Context: an optimization exercise on an open-source flow, tuned for small area, a short achievable clock period and few clock cycles. The choices shown serve that exercise and are no tape-out recipe.
In this exercise RTL edits were held to simulation tests only and were not proved equivalent to the original.
No activity file was given, so power comes from the tool's default toggle rates.

==> flow/run.sh <==
#!/bin/bash
# synth_recipe.tcl (not shown) runs the flow's synth.tcl, then flattens the netlist and writes it again
# the make line also repeats each setting of config.mk as NAME=value (left out here)
make -C /OpenROAD-flow-scripts/flow DESIGN_CONFIG=/design/flow/config.mk WORK_HOME=/design/flow/orfs CLKGATE_MAP_FILE= SYNTH_SCRIPT=/design/flow/synth_recipe.tcl finish
==> flow/config.mk <==
export PLATFORM = sky130hd
export DESIGN_NAME = snow_column_top
export DESIGN_NICKNAME = snow_column_top
export VERILOG_FILES = /design/flow/design.v
export SDC_FILE = /design/flow/constraint.sdc
export NUM_CORES = 4
export LEC_CHECK = 0
export CAP_MARGIN = 20
export CORE_MARGIN = 2
export CORE_UTILIZATION = 40
export SLEW_MARGIN = 20
==> flow/constraint.sdc <==
create_clock -name core_clock -period 22.0 [get_ports {clk}]
set_input_delay 4.4000 -clock core_clock [delete_from_list [all_inputs] [get_ports {clk}]]
set_output_delay 4.4000 -clock core_clock [all_outputs]
set_load 0.01 [all_outputs]
==> flow/design.v <==
`default_nettype none
package snow_pkg;
	typedef logic signed [17:0] fx_t;
	typedef logic [3:0] cell_addr_t;
	typedef logic [2:0] wb_addr_t;
	typedef logic [31:0] wb_data_t;
	localparam int NUM_CELLS = 10;
	localparam cell_addr_t SEED_CELL = 4'd4;
	localparam fx_t FX_ONE = 18'sb01_0000000000000000;
	localparam fx_t FX_SIXTH = 18'sb00_0010101010101010;
	localparam wb_addr_t REG_CTRL = 3'd0;
	localparam wb_addr_t REG_ALPHA = 3'd1;
	localparam wb_addr_t REG_BETA = 3'd2;
	localparam wb_addr_t REG_GAMMA = 3'd3;
	localparam wb_addr_t REG_STEP = 3'd4;
	localparam wb_addr_t REG_CELL = 3'd5;
	localparam wb_addr_t REG_LAST_U = 3'd6;
	localparam wb_addr_t REG_LAST_V = 3'd7;
	typedef enum logic [2:0] {SEED, IDLE, FETCH, WAIT_READ, SOLVE, COMMIT} sweep_state_t;
	function automatic fx_t fx_mult(input fx_t a, input fx_t b);
		logic signed [35:0] prod;
		prod = a * b;
		fx_mult = {prod[35], prod[32:16]};
	endfunction
endpackage
`default_nettype wire
`timescale 1ns/100ps
`default_nettype none
module cell_memory
(
	input wire clk,
	input wire we,
	input snow_pkg::cell_addr_t waddr,
	input snow_pkg::cell_addr_t raddr,
	input snow_pkg::fx_t wdata,
	output snow_pkg::fx_t rdata
);
	snow_pkg::fx_t mem [0:9];
	always_ff @(posedge clk) begin
		if (we) begin
			mem[waddr] <= wdata;
		end
	end
	always_ff @(posedge clk) begin
		rdata <= mem[raddr];
	end
endmodule
`default_nettype wire
`timescale 1ns/100ps
`default_nettype none
module diffusion_solver
(
	input wire clk,
	input snow_pkg::fx_t u_top,
	input snow_pkg::fx_t u_bottom,
	input snow_pkg::fx_t u_self,
	input snow_pkg::fx_t v_eff,
	input snow_pkg::fx_t alpha,
	input snow_pkg::fx_t beta,
	output snow_pkg::fx_t u_next,
	output logic frozen
);
	snow_pkg::fx_t vert_sum;
	snow_pkg::fx_t side_sum;
	snow_pkg::fx_t u_avg;
	snow_pkg::fx_t u_delta;
	snow_pkg::fx_t u_step;
	snow_pkg::fx_t u_raw;
	snow_pkg::fx_t s_total;
	assign vert_sum = u_top + u_bottom + beta;
	assign side_sum = beta + beta + beta;
	assign u_avg = snow_pkg::fx_mult(vert_sum, snow_pkg::FX_SIXTH) + snow_pkg::fx_mult(side_sum, snow_pkg::FX_SIXTH);
	assign u_delta = u_avg - u_self;
	assign u_step = snow_pkg::fx_mult(alpha >>> 1, u_delta);
	assign u_raw = u_self + u_step;
	assign u_next = (u_raw >= snow_pkg::FX_ONE) ? snow_pkg::FX_ONE : u_raw;
	assign s_total = u_next + v_eff;
	always_ff @(posedge clk) begin
		frozen <= (s_total >= snow_pkg::FX_ONE);
	end
endmodule
`default_nettype wire
`timescale 1ns/100ps
`default_nettype none
module column_sweep
(
	input wire clk,
	input wire rst,
	input wire restart,
	input snow_pkg::fx_t alpha_in,
	input snow_pkg::fx_t beta_in,
	input snow_pkg::fx_t gamma_in,
	input wire step_pending,
	output logic step_done,
	output snow_pkg::cell_addr_t mem_raddr,
	output snow_pkg::cell_addr_t mem_waddr,
	output logic mem_we,
	output snow_pkg::fx_t u_wdata,
	output snow_pkg::fx_t v_wdata,
	input snow_pkg::fx_t u_rdata,
	input snow_pkg::fx_t v_rdata,
	output snow_pkg::fx_t u_top,
	output snow_pkg::fx_t u_bottom,
	output snow_pkg::fx_t u_self,
	output snow_pkg::fx_t v_eff,
	output snow_pkg::fx_t alpha,
	output snow_pkg::fx_t beta,
	input snow_pkg::fx_t u_next,
	input wire frozen,
	output snow_pkg::cell_addr_t last_index,
	output logic last_frozen,
	output snow_pkg::fx_t last_u,
	output snow_pkg::fx_t last_v,
	output logic [15:0] sweep_count
);
	snow_pkg::sweep_state_t state;
	snow_pkg::cell_addr_t cell_idx;
	snow_pkg::cell_addr_t top_addr;
	logic is_top;
	logic top_phase;
	snow_pkg::fx_t gamma;
	logic [9:0] frozen_vec;
	logic frozen_below;
	logic frozen_above;
	logic receptive;
	snow_pkg::fx_t seed_u;
	snow_pkg::fx_t seed_v;
	snow_pkg::fx_t seed_sum;
	snow_pkg::fx_t v_sum;
	snow_pkg::fx_t s_new;
	snow_pkg::fx_t commit_u;
	snow_pkg::fx_t commit_v;
	assign is_top = (cell_idx == snow_pkg::cell_addr_t'(snow_pkg::NUM_CELLS - 1));
	assign top_addr = is_top ? cell_idx : cell_idx + 4'd1;
	assign frozen_above = is_top ? 1'b0 : frozen_vec[top_addr];
	assign receptive = frozen_below | frozen_vec[cell_idx] | frozen_above;
	assign mem_raddr = (state == snow_pkg::WAIT_READ) ? top_addr : cell_idx;
	assign mem_waddr = cell_idx;
	assign mem_we = (state == snow_pkg::SEED) || (state == snow_pkg::COMMIT);
	always_comb begin
		if (cell_idx == snow_pkg::SEED_CELL) begin
			seed_u = '0;
			seed_v = snow_pkg::FX_ONE + gamma;
		end else if (cell_idx == snow_pkg::SEED_CELL - 4'd1 || cell_idx == snow_pkg::SEED_CELL + 4'd1) begin
			seed_u = '0;
			seed_v = beta + gamma;
		end else begin
			seed_u = beta;
			seed_v = '0;
		end
	end
	assign seed_sum = seed_u + seed_v;
	assign v_sum = v_rdata + gamma;
	assign s_new = u_next + v_eff;
	assign commit_u = receptive ? '0 : s_new;
	assign commit_v = receptive ? s_new : '0;
	assign u_wdata = (state == snow_pkg::SEED) ? seed_u : commit_u;
	assign v_wdata = (state == snow_pkg::SEED) ? seed_v : commit_v;
	assign step_done = (state == snow_pkg::COMMIT) && !restart;
	always_ff @(posedge clk) begin
		if (rst) begin
			state <= snow_pkg::SEED;
			cell_idx <= '0;
			top_phase <= 1'b0;
			alpha <= '0;
			beta <= '0;
			gamma <= '0;
			last_index <= '0;
			last_frozen <= 1'b0;
			last_u <= '0;
			last_v <= '0;
			sweep_count <= '0;
		end else if (restart) begin
			state <= snow_pkg::SEED;
			cell_idx <= '0;
			top_phase <= 1'b0;
			alpha <= alpha_in;
			beta <= beta_in;
			gamma <= gamma_in;
			sweep_count <= '0;
		end else begin
			case (state)
				snow_pkg::SEED: begin
					if (is_top) begin
						cell_idx <= '0;
						state <= snow_pkg::IDLE;
					end else begin
						cell_idx <= cell_idx + 4'd1;
					end
				end
				snow_pkg::IDLE: begin
					if (step_pending) begin
						state <= snow_pkg::FETCH;
					end
				end
				snow_pkg::FETCH: begin
					state <= snow_pkg::WAIT_READ;
				end
				snow_pkg::WAIT_READ: begin
					top_phase <= !top_phase;
					if (top_phase) begin
						state <= snow_pkg::SOLVE;
					end
				end
				snow_pkg::SOLVE: begin
					state <= snow_pkg::COMMIT;
				end
				snow_pkg::COMMIT: begin
					last_index <= cell_idx;
					last_frozen <= frozen;
					last_u <= commit_u;
					last_v <= commit_v;
					if (is_top) begin
						cell_idx <= '0;
						sweep_count <= sweep_count + 16'd1;
					end else begin
						cell_idx <= cell_idx + 4'd1;
					end
					state <= snow_pkg::IDLE;
				end
				default: begin
					state <= snow_pkg::IDLE;
				end
			endcase
		end
	end
	always_ff @(posedge clk) begin
		if (state == snow_pkg::SEED) begin
			frozen_vec[cell_idx] <= (seed_sum >= snow_pkg::FX_ONE);
			u_bottom <= beta;
			frozen_below <= 1'b0;
		end
		if (state == snow_pkg::WAIT_READ && !top_phase) begin
			u_self <= u_rdata;
			v_eff <= (v_sum >= snow_pkg::FX_ONE) ? snow_pkg::FX_ONE : v_sum;
		end
		if (state == snow_pkg::WAIT_READ && top_phase) begin
			u_top <= is_top ? beta : u_rdata;
		end
		if (state == snow_pkg::COMMIT) begin
			frozen_vec[cell_idx] <= frozen;
			frozen_below <= is_top ? 1'b0 : frozen_vec[cell_idx];
			u_bottom <= is_top ? beta : u_self;
		end
	end
endmodule
`default_nettype wire
`timescale 1ns/100ps
`default_nettype none
module host_regs
(
	input wire clk,
	input wire rst,
	input wire wb_cyc,
	input wire wb_stb,
	input wire wb_we,
	input snow_pkg::wb_addr_t wb_adr,
	input snow_pkg::wb_data_t wb_wdata,
	output snow_pkg::wb_data_t wb_rdata,
	output logic wb_ack,
	output logic restart,
	output snow_pkg::fx_t alpha,
	output snow_pkg::fx_t beta,
	output snow_pkg::fx_t gamma,
	output logic step_pending,
	input wire step_done,
	input snow_pkg::cell_addr_t last_index,
	input wire last_frozen,
	input snow_pkg::fx_t last_u,
	input snow_pkg::fx_t last_v,
	input wire [15:0] sweep_count
);
	logic req;
	logic wr_req;
	logic rd_req;
	snow_pkg::wb_data_t read_word;
	assign req = wb_cyc && wb_stb && !wb_ack;
	assign wr_req = req && wb_we;
	assign rd_req = req && !wb_we;
	always_comb begin
		case (wb_adr)
			snow_pkg::REG_CTRL: read_word = '0;
			snow_pkg::REG_ALPHA: read_word = {14'd0, alpha};
			snow_pkg::REG_BETA: read_word = {14'd0, beta};
			snow_pkg::REG_GAMMA: read_word = {14'd0, gamma};
			snow_pkg::REG_STEP: read_word = {31'd0, step_pending};
			snow_pkg::REG_CELL: read_word = {sweep_count, 7'd0, last_frozen, 4'd0, last_index};
			snow_pkg::REG_LAST_U: read_word = {{14{last_u[17]}}, last_u};
			snow_pkg::REG_LAST_V: read_word = {{14{last_v[17]}}, last_v};
			default: read_word = '0;
		endcase
	end
	always_ff @(posedge clk) begin
		if (rst) begin
			wb_ack <= 1'b0;
			wb_rdata <= '0;
			restart <= 1'b0;
			alpha <= '0;
			beta <= '0;
			gamma <= '0;
			step_pending <= 1'b0;
		end else begin
			wb_ack <= req;
			restart <= wr_req && (wb_adr == snow_pkg::REG_CTRL) && wb_wdata[0];
			if (wr_req) begin
				case (wb_adr)
					snow_pkg::REG_ALPHA: alpha <= wb_wdata[17:0];
					snow_pkg::REG_BETA: beta <= wb_wdata[17:0];
					snow_pkg::REG_GAMMA: gamma <= wb_wdata[17:0];
					default: ;
				endcase
			end
			if (wr_req && (wb_adr == snow_pkg::REG_STEP) && wb_wdata[0]) begin
				step_pending <= 1'b1;
			end else if (step_done) begin
				step_pending <= 1'b0;
			end
			if (rd_req) begin
				wb_rdata <= read_word;
			end
		end
	end
endmodule
`default_nettype wire
`timescale 1ns/100ps
`default_nettype none
module snow_column_top
(
	input wire clk,
	input wire rst,
	input wire wb_cyc,
	input wire wb_stb,
	input wire wb_we,
	input snow_pkg::wb_addr_t wb_adr,
	input snow_pkg::wb_data_t wb_wdata,
	output snow_pkg::wb_data_t wb_rdata,
	output logic wb_ack
);
	logic restart;
	logic step_pending;
	logic step_done;
	snow_pkg::fx_t param_alpha;
	snow_pkg::fx_t param_beta;
	snow_pkg::fx_t param_gamma;
	snow_pkg::cell_addr_t last_index;
	logic last_frozen;
	snow_pkg::fx_t last_u;
	snow_pkg::fx_t last_v;
	logic [15:0] sweep_count;
	snow_pkg::cell_addr_t mem_raddr;
	snow_pkg::cell_addr_t mem_waddr;
	logic mem_we;
	snow_pkg::fx_t u_wdata;
	snow_pkg::fx_t v_wdata;
	snow_pkg::fx_t u_rdata;
	snow_pkg::fx_t v_rdata;
	snow_pkg::fx_t u_top;
	snow_pkg::fx_t u_bottom;
	snow_pkg::fx_t u_self;
	snow_pkg::fx_t v_eff;
	snow_pkg::fx_t solve_alpha;
	snow_pkg::fx_t solve_beta;
	snow_pkg::fx_t u_next;
	logic frozen;
	host_regs host_regs_inst (
		.clk(clk),
		.rst(rst),
		.wb_cyc(wb_cyc),
		.wb_stb(wb_stb),
		.wb_we(wb_we),
		.wb_adr(wb_adr),
		.wb_wdata(wb_wdata),
		.wb_rdata(wb_rdata),
		.wb_ack(wb_ack),
		.restart(restart),
		.alpha(param_alpha),
		.beta(param_beta),
		.gamma(param_gamma),
		.step_pending(step_pending),
		.step_done(step_done),
		.last_index(last_index),
		.last_frozen(last_frozen),
		.last_u(last_u),
		.last_v(last_v),
		.sweep_count(sweep_count)
	);
	column_sweep column_sweep_inst (
		.clk(clk),
		.rst(rst),
		.restart(restart),
		.alpha_in(param_alpha),
		.beta_in(param_beta),
		.gamma_in(param_gamma),
		.step_pending(step_pending),
		.step_done(step_done),
		.mem_raddr(mem_raddr),
		.mem_waddr(mem_waddr),
		.mem_we(mem_we),
		.u_wdata(u_wdata),
		.v_wdata(v_wdata),
		.u_rdata(u_rdata),
		.v_rdata(v_rdata),
		.u_top(u_top),
		.u_bottom(u_bottom),
		.u_self(u_self),
		.v_eff(v_eff),
		.alpha(solve_alpha),
		.beta(solve_beta),
		.u_next(u_next),
		.frozen(frozen),
		.last_index(last_index),
		.last_frozen(last_frozen),
		.last_u(last_u),
		.last_v(last_v),
		.sweep_count(sweep_count)
	);
	diffusion_solver diffusion_solver_inst (
		.clk(clk),
		.u_top(u_top),
		.u_bottom(u_bottom),
		.u_self(u_self),
		.v_eff(v_eff),
		.alpha(solve_alpha),
		.beta(solve_beta),
		.u_next(u_next),
		.frozen(frozen)
	);
	cell_memory u_mem (
		.clk(clk),
		.we(mem_we),
		.waddr(mem_waddr),
		.raddr(mem_raddr),
		.wdata(u_wdata),
		.rdata(u_rdata)
	);
	cell_memory v_mem (
		.clk(clk),
		.we(mem_we),
		.waddr(mem_waddr),
		.raddr(mem_raddr),
		.wdata(v_wdata),
		.rdata(v_rdata)
	);
endmodule
`default_nettype wire
==> reports/qor.csv <==
metric,value,unit
fin_hold_ws,426.5,ps
antenna_cells,0,
antenna_left,0,
drt_iter0_drc,2542,
io_buffers,58,
timing.final.ws_setup,1147,ps
fin_util,0.4461,
synth_nets,5958,
use_met3,0.01422,
syn_inst,4959,
grt_busiest_layer,met2,
dpl_worst_slack,312.2,ps
dp.cells,6693,
cts.reportedPaths.clkPinSlew,60,ps
finalHoldViolCount,0,
cp-start-kind,flop,
finalSetupViolCount,0,
design_area,58800,sq um
max_slew_margin,0.3005,
worst_path_most_repeated_cell,fa_1,
insertion_delay,620,ps
power_leakage,26.58,nW
cts_buffers,71,
antenna_found_initial,3,
final_cell_mix,"705 x inv_1, 521 x fa_1, 437 x ha_1, 433 x edfxtp_1, 386 x nand2_1",
crit_type,flop to flop,
outcome,timing/DRC/antenna clean,
syn_area_per_cell,10.75,sq um
synth_cell_type_count,83,
die_x,369.0,um
totalWireLength,134.8,mm
async_flop_share,0,
dp_hpwl,101.2,mm
grt.total_usage,0.2010,
netlist_area,53300,sq um
via_count,35700,
grt_pass1_vias,36510,
die-area,136200,sq um
synth_warnings,4,
grt-ovfl-total,0,
total_power,3.467,mW
htree_levels,3,
cts_buffer_depth,3,
grt_use_met1,0.2829,
grt_max_degree,98,
areaGrowthSynthToFinish,10.32,%
crit_arrival,21290,ps
dr.pass1.iters,6,
slew_violations,0,
postCtsHoldBufs,0,
tns,0,ps
final_common_cell,inv_1,
wl_per_cell,19.75,um
min_period_over_period,0.9478,
viasPerCell,5.229,
finalNetCount,6015,
fmax,0.04796,GHz
globalplace.congestion,0.8876,
irDropWorstVdd,81.09,uV
ios,73,
fin_skew,34.82,ps
hold_path_class,flop to flop,
grt_first_pass_wirelength,213.7,mm
cts_tree,yes,
drc,0,
cts.sinks,687,
synthTopCellsByArea,"edfxtp_1 24%, fa_1 20%, ha_1 10%",
fin_crit,20850,ps
yosysTopAreaCell,edfxtp_1,
layout-drive-gt1-share,0.08813,
core-area,131800,sq um
placed_area,56380,sq um
rsz0062_at_grt,no,
synth_seq_cells,687,
synth_top_area_share,0.2439,
worstMarginPinSlew,1042,ps
worstPathRequired,22440,ps
reg.largest.list,"u_mem.mem (180), v_mem.mem (180), host_regs_inst.wb_rdata (32)",
slowest_stage,fa_1,
synth-seq-area-share,0.3394,
maxCapViolCount,0,
cts_root_buf,clkbuf_16,
slowest_delay,580,ps
use_met2,0.3414,
fin_cells,6827,
row_count,133,
synth-edff-count,433,
critPathMaxFanout,10,
start_util,0.4044,
p_per_area,58.95,nW/um^2
ys.flop_type,edfxtp_1,
fp.dieH,369.0,um
crit_path_end_kind,flop,
layout make-up:
class                           count  area, sq um
Inverter                          707         2654
Multi-Input combinational cell   3364        32080
Timing Repair Buffer              185         1530
Tap cell                         1755         2196
Clock inverter                     34        257.7
Clock buffer                       95         1994
Fill cell                       12340        73000
Sequential cell                   687        18090
layer usage:
layer / vias up / wire length (um)
met5: - / 0
met4: 0 / 2051
li1: 16810 / -
met3: 118 / 5251
met1: 17970 / 61960
met2: 802 / 65570
synth_stat cells, types with 7 or more instances:
| master | n |
|---|---|
| o211ai_1 | 14 |
| a31oi_1 | 18 |
| nand2b_1 | 22 |
| fa_1 | 522 |
| o21bai_1 | 25 |
| dfxtp_1 | 254 |
| a221oi_1 | 7 |
| a21o_1 | 58 |
| inv_1 | 706 |
| o31ai_1 | 11 |
| ha_1 | 437 |
| or2_2 | 14 |
| nor2_1 | 326 |
| nor2b_1 | 68 |
| mux2i_1 | 152 |
| nand2_1 | 388 |
| o21a_1 | 22 |
| o22ai_1 | 17 |
| mux4_2 | 79 |
| buf_1 | 21 |
| edfxtp_1 | 433 |
| nor4_1 | 14 |
| nand3b_1 | 9 |
| xor2_1 | 65 |
| mux2_2 | 54 |
| o21ai_0 | 78 |
| and3_1 | 35 |
| a211oi_1 | 49 |
| and2_1 | 163 |
| clkbuf_1 | 174 |
| nand4_1 | 12 |
| xnor2_1 | 140 |
| a21oi_1 | 255 |
| nor3_1 | 61 |
| a22oi_1 | 29 |
| or3_1 | 13 |
| nand3_1 | 104 |
cells by family after synthesis:
kind of cell             after synthesis  share of synthesized area
AND/OR/NAND/NOR                     1250                     0.1104
adder cells (fa/ha/maj)              963                     0.2994
buffers and inverters                908                    0.06409
flip-flops                           687                     0.3394
AO/OA/AOI/OAI                        659                    0.07902
multiplexers                         285                    0.07334
XOR/XNOR                             207                    0.03441
final timing paths:
path / start / end / slack, ps / depth (start not counted)
min: u_mem.rdata[8]$_DFF_P_ / column_sweep_inst.u_self[8]$_DFFE_PP_ / 430 / 0
max: column_sweep_inst.beta[0]$_SDFFE_PP0P_ / u_mem.mem[0][14]$_DFFE_PP_ / 1150 / 79
min reg2reg: u_mem.rdata[8]$_DFF_P_ / column_sweep_inst.u_self[8]$_DFFE_PP_ / 430 / 0
max reg2reg: column_sweep_inst.beta[0]$_SDFFE_PP0P_ / u_mem.mem[0][14]$_DFFE_PP_ / 1150 / 79
critical path: cells and delay by family (launching register included):
family	cells	cell delay (ps)
compound gates	36	7330
flops	1	350
simple gates	11	2060
fa+ha+maj	21	8740
xor+xnor	5	1580
buf+inv	6	590
repair_timing:
action | CTS | global route
resized for setup | 0 | 28
endpoints found under the setup margin | 0 | 303
buffers inserted | 0 | 5
power breakdown:
part / switching [mW] / internal (mW) / total, mW
Sequential: 0.0263 / 1.41 / 1.44
Clock: 0.503 / 0.665 / 1.17
Combinational: 0.589 / 0.269 / 0.858
Testbench counts, summed over its fixed seeds: cycles 52,408.

static timing again, ports no longer ideal:
No port has a modelled driver above. Below, the same layout with a new extraction and two added sets of constraints. Step 1: set_driving_cell puts a clkbuf_16 on clk and a buf_2 on each other input, an assumption about the parent block. Step 2 moves the port delays by t, midway between the first and last clock arrival at a register: inputs arrive t later, outputs are due t later. That takes back most of the time a late clock gives input paths. a / b / c = ideal / step 1 / step 2; a / b = the first two.
t, ns: 0.672
setup slack, ns: 1.147 / 1.147 / 1.147
worst data-port slew with drivers (ns): 0.05
After both steps setup and hold are still met in this run. For this run, drivers alone change the setup slack by 0.000 ns; drivers and shift together by 0.000 ns.
